Source: an optimization exercise on an open RTL-to-GDS flow (aim: small area, a short achievable clock period and few clock cycles). Production flows keep margins and buffers that such runs may drop.
At most, simulation tests tie the RTL to the original design; equivalence was not proved.
No activity file was given, so power comes from the tool's default toggle rates.

## main
// rc_frame_drive_command
module rc_frame_drive_command (
    input  logic        clk,
    input  logic        rst_n,
    input  logic        rx_valid,
    output logic        rx_ready,
    input  logic [7:0]  rx_byte,
    input  logic        rx_buffer_end,
    input  logic        rx_quick_stop_enabled,
    output logic        cmd_valid,
    input  logic        cmd_ready,
    output logic        cmd_frame_valid,
    output logic signed [9:0] cmd_linear_velocity,
    output logic signed [9:0] cmd_angular_velocity,
    output logic        cmd_manual_mode,
    output logic        cmd_startup_set,
    output logic [2:0]  cmd_startup_value,
    output logic [1:0]  cmd_stop_code,
    input  logic        cfg_we,
    input  logic [7:0]  cfg_wdata
);
    localparam logic [1:0] C4_DOWN = 2'd1;
    localparam logic [1:0] C4_UP   = 2'd2;
    localparam logic [1:0] C4_MID  = 2'd3;
    localparam logic [1:0] S11_MID  = 2'd0;
    localparam logic [1:0] S11_UP   = 2'd1;
    localparam logic [1:0] S11_DOWN = 2'd2;
    logic [4:0] cnt;             
    logic       ok;              
    logic       rdy_n;           
    logic       cp, cp_qs;       
    logic       cp2;             
    logic       cv;
    logic       sel_s;           
    logic       op_init, op_corr, op_any;  
    logic [10:0] wt, ws;         
    logic [8:0]  rem;
    logic        f_ge, f_le;     
    logic [1:0]  c4p;
    logic        sw9p;
    logic [1:0]  s11p;
    logic [7:0]  thr;
    logic [8:0]  ht, hs;         
    logic [1:0]  c4h;
    logic        sw9h;
    logic        sset_n;         
    logic [2:0]  sval_x;         
    logic [9:0]  lin, ang;
    logic        fv_o;
    logic [1:0]  stop_o;
    logic fire, fire_end, c1;
    assign fire     = rx_valid & ~rdy_n;
    assign fire_end = fire & rx_buffer_end;
    assign c1       = cp & ~cp2 & ~cv;
  ...
==> flow/config.mk <==
export PLATFORM = sky130hd
export DESIGN_NAME = rc_frame_drive_command
export DESIGN_NICKNAME = rc_frame_drive_command
export VERILOG_FILES = /design/flow/design.v
export SDC_FILE = /design/flow/constraint.sdc
export NUM_CORES = 4
export LEC_CHECK = 0
export CAP_MARGIN = 20
export CORE_MARGIN = 2
export CORE_UTILIZATION = 65
export SLEW_MARGIN = 20
==> flow/constraint.sdc <==
create_clock -name core_clock -period 13.0 [get_ports {clk}]
set_input_delay 2.6000 -clock core_clock [delete_from_list [all_inputs] [get_ports {clk}]]
set_output_delay 2.6000 -clock core_clock [all_outputs]
set_load 0.01 [all_outputs]
standard.sh (not shown) runs the stock make flow with config.mk's settings and CLKGATE_MAP_FILE= SYNTH_SCRIPT=/design/flow/synth_recipe.tcl, a recipe that flattens the netlist after the stock synthesis.
==> flow/flow/run.sh <==
#!/bin/bash
# Standard synthesis and layout; ports are buffered with buf_2 cells and the
# layout's timing repair aims for extra setup slack (the clock period and
# constraints are unchanged).
set -euo pipefail
bash standard.sh synth > synth.log 2>&1
bash standard.sh "BUFFER_PORTS_ARGS=-buffer_cell sky130_fd_sc_hd__buf_2" SETUP_SLACK_MARGIN=9.5 finish > layout.log 2>&1
Modified inputs, the feature branch compared to main
--- a/flow/config.mk
+++ b/flow/config.mk
@@ -9,3 +9,3 @@
 export CORE_MARGIN = 2
-export CORE_UTILIZATION = 65
+export CORE_UTILIZATION = 40
 export SLEW_MARGIN = 20
--- outcome ---
Looking at via count, the feature branch sits 3.5% below main. Between the feature branch and main, the share of total power in sequential cells does not differ in any meaningful way. The feature branch vs. main: number of tap cells inserted went up by about 60%. The feature branch reports a higher cell leakage power than main does. Lower die height goes to main over the feature branch. Between the feature branch and main, the difference in mean instance size in the synthesized netlist is negligible. Diff the feature branch..main | number of different library cells in the post-synthesis netlist | unchanged.
No run of this note included a check of the RTL's function; only the layout flow was run.

---

before:
Another version of the RTL of rc_frame_drive_command (not shown whole).
Size: about 810 cells after synthesis, roughly 110 flip-flops, ~53 I/O pins.
Settings: LEC_CHECK=0, CAP_MARGIN=20, CORE_MARGIN=2, CORE_UTILIZATION=40, SLEW_MARGIN=20; clock period 13.0 ns.
==> flow/flow/run.sh <==
#!/bin/bash
# Standard synthesis and layout; the layout's timing repair aims for extra
# setup slack (the clock period and constraints are unchanged).
set -euo pipefail
bash standard.sh synth > synth.log 2>&1
bash standard.sh SETUP_SLACK_MARGIN=9 finish > layout.log 2>&1
before went all the way through the flow, and no timing, DRC or antenna check failed.
Testbench counts of before, summed over its fixed seeds: cycles 48,105.
What after does differently from before at the input level:
==> flow/run.sh (new file) <==
#!/bin/bash
# synth_recipe.tcl (not shown) runs the flow's synth.tcl, then flattens the netlist and writes it again
# the make line also repeats each setting of config.mk as NAME=value (left out here)
make -C /OpenROAD-flow-scripts/flow DESIGN_CONFIG=/design/flow/config.mk WORK_HOME=/design/flow/orfs CLKGATE_MAP_FILE= SYNTH_SCRIPT=/design/flow/synth_recipe.tcl finish
removed: flow/flow/run.sh
removed: flow/standard.sh
==> summary.txt <==
- Relative to before, the inverter count of the layout excluding clock inverters measured on after has decreased by a few percent.
- Static leakage: after vs before down 0.38 nW
- Sequential share of layout area was higher in the run labelled after.
- after consumes less power than before does.
- Number of max-slew violations in the final report: after vs before identical

---

Another version of the RTL of rc_frame_drive_command (not shown whole).
For scale: about 910 cells after synthesis, about 110 flip-flops, roughly 0.0074 sq mm of cells after synthesis.
## rc_frame_drive_command
module rc_frame_drive_command (
    input  logic        clk,
    input  logic        rst_n,
    input  logic        rx_valid,
    output logic        rx_ready,
    input  logic [7:0]  rx_byte,
    input  logic        rx_buffer_end,
    input  logic        rx_quick_stop_enabled,
    output logic        cmd_valid,
    input  logic        cmd_ready,
    output logic        cmd_frame_valid,
    output logic signed [9:0] cmd_linear_velocity,
    output logic signed [9:0] cmd_angular_velocity,
    output logic        cmd_manual_mode,
    output logic        cmd_startup_set,
    output logic [2:0]  cmd_startup_value,
    output logic [1:0]  cmd_stop_code,
    input  logic        cfg_we,
    input  logic [7:0]  cfg_wdata
);
    localparam logic [1:0] C4_DOWN = 2'd1;
    localparam logic [1:0] C4_UP   = 2'd2;
    localparam logic [1:0] C4_MID  = 2'd3;
    localparam logic [1:0] S11_MID  = 2'd0;
    localparam logic [1:0] S11_UP   = 2'd1;
    localparam logic [1:0] S11_DOWN = 2'd2;
    logic [4:0] cnt;             
    logic       ok;              
    logic       rdy_n;           
    logic       cp, cp_qs;       
    logic       cp2;             
    logic       cv;
    logic       sel_s;           
  ...
Settings: LEC_CHECK=0, ABC_AREA=1, CAP_MARGIN=20, CORE_MARGIN=2, CORE_UTILIZATION=40, SLEW_MARGIN=20; clock period 13.0 ns.
==> flow/flow/run.sh <==
#!/bin/bash
# Standard synthesis and layout; ports are buffered with buf_2 cells and the
# layout's timing repair aims for extra setup slack (the clock period and
# constraints are unchanged).
set -euo pipefail
bash standard.sh synth > synth.log 2>&1
bash standard.sh "BUFFER_PORTS_ARGS=-buffer_cell sky130_fd_sc_hd__buf_2" SETUP_SLACK_MARGIN=9.1 finish > layout.log 2>&1
The baseline finished with timing, DRC and antenna clean.
Testbench counts at the start, summed over its fixed seeds: cycles 48,105.
Then changed:
--- a/flow/flow/run.sh
+++ b/flow/flow/run.sh
@@ -6,2 +6,2 @@
 bash standard.sh synth > synth.log 2>&1
-bash standard.sh "BUFFER_PORTS_ARGS=-buffer_cell sky130_fd_sc_hd__buf_2" SETUP_SLACK_MARGIN=9.1 finish > layout.log 2>&1
+bash standard.sh "BUFFER_PORTS_ARGS=-buffer_cell sky130_fd_sc_hd__buf_2" SETUP_SLACK_MARGIN=9.6 finish > layout.log 2>&1
Outcome:
- The changed run passed the timing, DRC and antenna checks
- die area stays the same
- setup slack gets better by 0.24 ns
- combinational power rises by 16%
- hold slack is better by 0.014 ns
- via count rises by 2.1%
- maximum frequency went up by 6.9%
- routed wire length went up by 3.3%
- final cell count rose by 2.4%

---

Another version of the RTL of rc_frame_drive_command (not shown whole).
For scale: ~900 cells after synthesis, ~53 I/O pins, about 7300 um2 of cells after synthesis.
Settings: LEC_CHECK=0, ABC_AREA=1, CAP_MARGIN=20, CORE_MARGIN=2, CORE_UTILIZATION=40, SLEW_MARGIN=20; clock period 13.0 ns.
==> flow/flow/run.sh <==
#!/bin/bash
# Standard synthesis and layout; ports are buffered with buf_2 cells and the
# layout's timing repair aims for extra setup slack (the clock period and
# constraints are unchanged).
set -euo pipefail
bash standard.sh synth > synth.log 2>&1
bash standard.sh "BUFFER_PORTS_ARGS=-buffer_cell sky130_fd_sc_hd__buf_2" SETUP_SLACK_MARGIN=9.4 finish > layout.log 2>&1
Then changed:
--- a/flow/flow/run.sh
+++ b/flow/flow/run.sh
@@ -5,3 +5,3 @@
 set -euo pipefail
 bash standard.sh synth > synth.log 2>&1
-bash standard.sh "BUFFER_PORTS_ARGS=-buffer_cell sky130_fd_sc_hd__buf_2" SETUP_SLACK_MARGIN=9.4 finish > layout.log 2>&1
+bash standard.sh "BUFFER_PORTS_ARGS=-buffer_cell sky130_fd_sc_hd__buf_2" SETUP_SLACK_MARGIN=9.5 finish > layout.log 2>&1
Effect:
- final area is higher by 3.6%
- clock skew hardly moves
- synthesized cell count is unchanged
- worst hold slack gets better by 0.012 ns
- wire length came out higher by 1.9%
- die area does not change
- area after synthesis does not change
Function was not checked in any run of this note: the RTL went through the layout flow alone.

---

Setup of run A:
The RTL this note starts from:
==> flow/design.v <==
module rc_frame_drive_command (
    input  logic        clk,
    input  logic        rst_n,
    input  logic        rx_valid,
    output logic        rx_ready,
    input  logic [7:0]  rx_byte,
    input  logic        rx_buffer_end,
    input  logic        rx_quick_stop_enabled,
    output logic        cmd_valid,
    input  logic        cmd_ready,
    output logic        cmd_frame_valid,
    output logic signed [9:0] cmd_linear_velocity,
    output logic signed [9:0] cmd_angular_velocity,
    output logic        cmd_manual_mode,
    output logic        cmd_startup_set,
    output logic [2:0]  cmd_startup_value,
    output logic [1:0]  cmd_stop_code,
    input  logic        cfg_we,
    input  logic [7:0]  cfg_wdata
);
    localparam logic [1:0] C4_DOWN = 2'd1;
    localparam logic [1:0] C4_UP   = 2'd2;
    localparam logic [1:0] C4_MID  = 2'd3;
    localparam logic [1:0] S11_MID  = 2'd0;
    localparam logic [1:0] S11_UP   = 2'd1;
    localparam logic [1:0] S11_DOWN = 2'd2;
    logic [4:0] cnt;             
    logic       ok;              
    logic       rdy;
    logic       cp, cp_qs;       
    logic       cp2;             
    logic       cv;
    logic       sel_s;           
    logic       op_init, op_corr, op_any;  
    logic [10:0] wt, ws;         
    logic        st, ss;         
    logic [8:0]  rem;
    logic        f_ge, f_le;     
    logic [1:0]  c4p;
    logic        sw9p;
    logic [1:0]  s11p;
    logic [7:0]  thr;
    logic [8:0]  ht, hs;         
    logic [1:0]  c4h;
    logic        sw9h;
    logic        sset;
    logic [2:0]  sval;
    logic [9:0]  lin, ang;
    logic        fv_o;
    logic [1:0]  stop_o;
    logic fire, fire_end, c1;
    assign fire     = rx_valid & rdy;
    assign fire_end = fire & rx_buffer_end;
    assign c1       = cp & ~cp2 & ~cv;
    logic cp_n, cp2_n, cv_n;
    always_comb begin
        cp_n  = fire_end | (cp & ~c1);
        cp2_n = c1;
        cv_n  = cp2 | (cv & ~cmd_ready);
    end
    always_ff @(posedge clk or negedge rst_n) begin
        if (!rst_n) begin
            cnt <= '0;
            cp  <= 1'b0;
            cp2 <= 1'b0;
            cv  <= 1'b0;
            rdy <= 1'b1;
        end else begin
            if (fire)
                cnt <= rx_buffer_end ? 5'd0 : (cnt == 5'd25) ? cnt : cnt + 5'd1;
            cp  <= cp_n;
            cp2 <= cp2_n;
            cv  <= cv_n;
            rdy <= ~cp_n | (~cp2_n & ~cv_n);
        end
    end
    always_ff @(posedge clk) begin
        if (fire) begin
            if (rx_buffer_end && cnt < 5'd24)
                ok <= 1'b0;
            else if (cnt == 5'd0)
                ok <= (rx_byte == 8'h0f);
            else if (cnt == 5'd24)
                ok <= ok & (rx_byte == 8'h00);
            sel_s   <= cnt >= 5'd13;
            op_init <= !rx_buffer_end && (cnt == 5'd3 || cnt == 5'd13);
            op_corr <= !rx_buffer_end && (cnt == 5'd12 || cnt == 5'd22);
            op_any  <= !rx_buffer_end && cnt >= 5'd3 && cnt <= 5'd22;
        end
        if (fire_end)
            cp_qs <= rx_quick_stop_enabled;
    end
    always_ff @(posedge clk) begin
        if (fire) begin
            case (cnt)
                5'd6: begin    
                    f_ge <= rx_byte[7:4] >= 4'd14;
                    f_le <= rx_byte[7:4] <= 4'd2;
                end
                5'd13: begin   
                    f_ge <= rx_byte[7:3] >= 5'd30;
                    f_le <= rx_byte[7:3] <= 5'd18;
                end
                5'd16: begin   
                    f_ge <= rx_byte[7:1] >= 7'd30;
                    f_le <= rx_byte[7:1] <= 7'd50;
                end
                default: ;
            endcase
            if (cnt == 5'd7) begin    
                if (rx_byte[6:0] > 7'd105 || (rx_byte[6:0] == 7'd105 && f_ge))
                    c4p <= C4_UP;
                else if (rx_byte[6:0] < 7'd19 || (rx_byte[6:0] == 7'd19 && f_le))
                    c4p <= C4_DOWN;
                else
                    c4p <= C4_MID;
            end
            if (cnt == 5'd14)         
                sw9p <= rx_byte[5:0] < 6'd9 || (rx_byte[5:0] == 6'd9 && f_le);
            if (cnt == 5'd17) begin   
                if (rx_byte[3:0] > 4'd13 || (rx_byte[3:0] == 4'd13 && f_ge))
                    s11p <= S11_DOWN;
                else if (rx_byte[3:0] < 4'd2 || (rx_byte[3:0] == 4'd2 && f_le))
                    s11p <= S11_UP;
                else
                    s11p <= S11_MID;
            end
        end
    end
    logic        d_init, d_step, d_corr, d_op;
    logic [10:0] wsrc, wnew;
    logic [11:0] x;
    logic        xneg;
    logic [10:0] w;
    logic [8:0]  xin, xinc, yinc;
    logic [10:0] k0, k1, k2;
    logic [10:0] t0, t1, t2;
    logic        ge1, ge2, sgn, neg_corr;
    logic [8:0]  rem_n;
    always_comb begin
        d_init = op_init;
        d_corr = op_corr;
        d_op   = op_any;
        d_step = op_any & ~op_init & ~op_corr;
        wsrc   = sel_s ? ws : wt;
        sgn    = sel_s ? ss : st;
        x    = {1'b0, wsrc} - (sel_s ? 12'd938 : 12'd1001);
        xneg = x[11];
        w    = x[10:0] ^ {11{xneg}};
        case ({d_corr, sel_s, d_corr ? sgn : wsrc[10]})
            3'b000, 3'b010: begin k0 = 11'd0;  k1 = -11'sd347; k2 = -11'sd694; end
            3'b001, 3'b011: begin k0 = 11'd50; k1 = -11'sd297; k2 = -11'sd644; end
            3'b100:         begin k0 = 11'd0;  k1 = -11'sd347; k2 = -11'sd694; end
            3'b101:         begin k0 = 11'd100; k1 = -11'sd247; k2 = -11'sd594; end
            3'b110:         begin k0 = 11'd54; k1 = -11'sd293; k2 = -11'sd640; end
            default:        begin k0 = 11'd46; k1 = -11'sd301; k2 = -11'sd648; end
        endcase
        t0  = {1'b0, rem, 1'b0} + k0;
        t1  = {1'b0, rem, 1'b0} + k1;
        t2  = {1'b0, rem, 1'b0} + k2;
        ge1 = !t1[10];
        ge2 = !t2[10];
        rem_n = ge2 ? t2[8:0] : ge1 ? t1[8:0] : t0[8:0];
        neg_corr = d_corr & sgn;
        xin  = wsrc[8:0] ^ {9{neg_corr}};
        xinc = xin + 9'd1;
        yinc = (ge2 ^ neg_corr) ? xinc : xin;
        if (d_init)
            wnew = {w[7:0], 3'b000};
        else
            wnew = {wsrc[9], yinc, ge1 & ~ge2 & ~d_corr};
    end
    always_ff @(posedge clk) begin
        if (fire) begin
            if (cnt == 5'd2)
                wt[4:0] <= rx_byte[7:3];
            if (cnt == 5'd3)
                wt[10:5] <= rx_byte[5:0];
            if (cnt == 5'd5)
                ws[6:0] <= rx_byte[7:1];
            if (cnt == 5'd6)
                ws[10:7] <= rx_byte[3:0];
            if (d_op) begin
                if (sel_s)
                    ws <= wnew;
                else
                    wt <= wnew;
            end
            if (d_init) begin
                if (sel_s)
                    ss <= ~xneg;
                else
                    st <= ~xneg;
                rem <= 9'(w[10:8] * 6'd50);
            end else if (d_step)
                rem <= rem_n;
        end
    end
    logic [1:0] c4_new;
    logic [8:0] thrm;
    logic [7:0] at, as;
    logic       get, ges;
    always_comb begin
        c4_new = ok ? c4p : c4h;
        thrm = {1'b0, thr} - 9'd1;
        at   = ht[7:0] ^ {8{ht[8]}};
        as   = hs[7:0] ^ {8{hs[8]}};
        get  = ($signed({2'b00, at}) + $signed({~thrm[8], ~thrm}) + $signed({9'd0, ht[8]})) >= 0;
        ges  = ($signed({2'b00, as}) + $signed({~thrm[8], ~thrm}) + $signed({9'd0, hs[8]})) >= 0;
    end
    always_ff @(posedge clk or negedge rst_n) begin
        if (!rst_n) begin
            thr  <= 8'd10;
            ht   <= '0;
            hs   <= '0;
            c4h  <= C4_MID;
            sw9h <= 1'b0;
            sset <= 1'b1;
            sval <= 3'd5;
            lin  <= '0;
            ang  <= '0;
        end else begin
            if (cfg_we)
                thr <= cfg_wdata;
            if (c1 && ok) begin
                ht   <= wt[9:1];
                hs   <= ws[9:1];
                c4h  <= c4p;
                sw9h <= sw9p;
                case (s11p)
                    S11_MID:  begin sset <= 1'b1; sval <= 3'd5; end
                    S11_DOWN: begin sset <= 1'b1; sval <= 3'd6; end
                    default: begin
                        sset <= sval[2];
                        sval <= {2'b00, sval[2]};
                    end
                endcase
            end
            if (cp2 && sw9h) begin
                lin <= get ? {ht[8], ht} + {ht, 1'b0} : '0;
                ang <= ges ? {hs, 1'b0} : '0;
            end
        end
    end
    always_ff @(posedge clk) begin
        if (c1) begin
            fv_o   <= ok;
            stop_o <= cp_qs ? c4_new : 2'd0;
        end
    end
    assign rx_ready             = rdy;
    assign cmd_valid            = cv;
    assign cmd_frame_valid      = fv_o;
    assign cmd_linear_velocity  = lin;
    assign cmd_angular_velocity = ang;
    assign cmd_manual_mode      = sw9h;
    assign cmd_startup_set      = sset;
    assign cmd_startup_value    = sval;
    assign cmd_stop_code        = stop_o;
endmodule
Settings: LEC_CHECK=0, CAP_MARGIN=20, CORE_MARGIN=2, CORE_UTILIZATION=40, SLEW_MARGIN=20; clock period 13.0 ns.
==> flow/flow/run.sh <==
#!/bin/bash
# Standard synthesis and layout; ports are buffered with buf_2 cells and the
# layout's timing repair aims for extra setup slack (the clock period and
# constraints are unchanged).
set -euo pipefail
bash standard.sh synth > synth.log 2>&1
bash standard.sh "BUFFER_PORTS_ARGS=-buffer_cell sky130_fd_sc_hd__buf_2" SETUP_SLACK_MARGIN=9 finish > layout.log 2>&1
Testbench counts of run A, summed over its fixed seeds: cycles 48,105.
diff inputs: run A => run B
- an added ABC_AREA of 1
-- flow/flow/run.sh --
<<< run A, line 7
bash standard.sh "BUFFER_PORTS_ARGS=-buffer_cell sky130_fd_sc_hd__buf_2" SETUP_SLACK_MARGIN=9 finish > layout.log 2>&1
>>> run B, line 7
bash standard.sh "BUFFER_PORTS_ARGS=-buffer_cell sky130_fd_sc_hd__buf_2" SETUP_SLACK_MARGIN=9.5 finish > layout.log 2>&1
[summary]
- Run B completed every stage of the flow, and the final layout passed the timing, DRC and antenna checks.
- Going from run A to run B, the filler cell count in the final layout was found to have gone up by 87.
- Lower total routed wirelength goes to run A over run B.
- As of run B, number of different library cells in the post-synthesis netlist had fallen by more than a quarter compared to run A.
- Summary of run B over run A: final critical-path required period now smaller, final area now larger.
Here is what was changed in the inputs of run C compared with run B.
- CTS_CLUSTER_DIAMETER newly set to 100
- CTS_BUF_LIST newly set to sky130_fd_sc_hd__clkbuf_8
- ABC_AREA removed (was 1)
- CTS_CLUSTER_SIZE newly set to 40
[summary]
Cmp run B and run C / global-route met2 utilization / higher: run B
Re synthesized instance count: run C is 212 down on run B.
Per the comparison of run C with run B, cell area shows an increase of about 3.7%; core footprint shows an increase of 0.33%; total power consumption of the routed design shows an increase of 16%; fraction of area in registers shows a reduction of 1.2 points; sequential cell area fraction in the yosys report shows a reduction of 0.32 points.
Run C reports a lower transition time at the pin with the least slew margin than run B does.
Area after synthesis is lower on run B
| fraction of area in multi-input gates | run C vs run B | 4.8 points higher |
Compared with run B, run C shows a data-path buffer share of cell area in the final layout that is 2.4 points higher.
For run D, these inputs were changed with respect to run C:
- CTS_CLUSTER_SIZE: 40 -> unset
- CTS_BUF_LIST: sky130_fd_sc_hd__clkbuf_8 -> unset
- CTS_CLUSTER_DIAMETER: 100 -> unset
-- flow/flow/run.sh --
<<< run C, line 7
bash standard.sh "BUFFER_PORTS_ARGS=-buffer_cell sky130_fd_sc_hd__buf_2" SETUP_SLACK_MARGIN=9.5 finish > layout.log 2>&1
>>> run D, line 7
bash standard.sh "BUFFER_PORTS_ARGS=-buffer_cell sky130_fd_sc_hd__buf_2" SETUP_SLACK_MARGIN=10 finish > layout.log 2>&1
### Flow results
Lower internal cell power among run C and run D: run C. Relative to run C, the cell area after layout of run D is higher by about 16%. Between run C and run D, via density per instance is lower for run C, run D comes in above that. Compared with run C, run D shows a worst setup slack that is 79 ps higher. Against run C, run D reports a sequential portion of the cell area that is lower.
For run E, these inputs were changed with respect to run D:
-- flow/flow/run.sh --
<<< run D, line 7
bash standard.sh "BUFFER_PORTS_ARGS=-buffer_cell sky130_fd_sc_hd__buf_2" SETUP_SLACK_MARGIN=10 finish > layout.log 2>&1
>>> run E, line 7
bash standard.sh "BUFFER_PORTS_ARGS=-buffer_cell sky130_fd_sc_hd__buf_2" SETUP_SLACK_MARGIN=9.5 finish > layout.log 2>&1
## What came out
Re transition time at the pin with the least slew margin: run E is 26 ps down on run D. The post-route worst hold slack was comparable across run D and run E. Against run D, run E comes in 1 higher on clock-buffer cell count. On final-stage net count, the higher figure sits with run D, not run E. The run with more setup slack is run D; run E has less. Relative to run D, met2 routing resource usage after global routing decreased by 1.5 points in run E. From run D to run E the numbers moved as follows: overall power after layout now smaller; hold buffer count at CTS comparable.

==> port drivers added, routing unchanged <==
The flow's constraints put no driver on any port. The routed layouts listed below were extracted and timed again, unchanged, in two steps. Step 1 sets driving cells, clkbuf_16 on the clock port and buf_2 on the other inputs (assumed; they add their load-dependent delay and slew). Step 2, shift: input delay + t, output delay - t, t = (earliest + latest rising clock arrival at the registers) / 2. This alone moves slack from input paths to output paths. Three values: no drivers, after step 1, after step 2; two values: the first two.
run | t (ns) | setup WS [ns] | worst setup path after step 2
main | 0.407 | 9.267 / 9.267 / 9.204 | input to register
the feature branch | 0.411 | 9.355 / 9.355 / 9.164 | input to register
before | 0.396 | 8.633 / 8.633 / 8.633 | register to register
after | 0.408 | 6.593 / 6.593 / 6.593 | register to register
the first run of note 3 | 0.382 | 9.227 / 9.247 / 8.866 | input to register
the second run of note 3 | 0.387 | 9.470 / 9.428 / 9.277 | input to register
the first run of note 4 | 0.396 | 9.361 / 9.361 / 9.073 | input to register
the second run of note 4 | 0.399 | 9.474 / 9.432 / 9.220 | input to register
run A | 0.403 | 9.037 / 9.061 / 8.659 | input to register
run B | 0.407 | 9.393 / 9.345 / 9.197 | input to register
run C | 0.438 | 9.326 / 9.285 / 9.157 | input to register
run D | 0.396 | 9.405 / 9.363 / 9.432 | input to register
run E | 0.398 | 9.390 / 9.345 / 9.319 | input to register
After both steps setup and hold are still met in every run listed. The setup slack of run A, which loses most, moves by +0.024 ns with the drivers and by -0.378 ns with both steps.
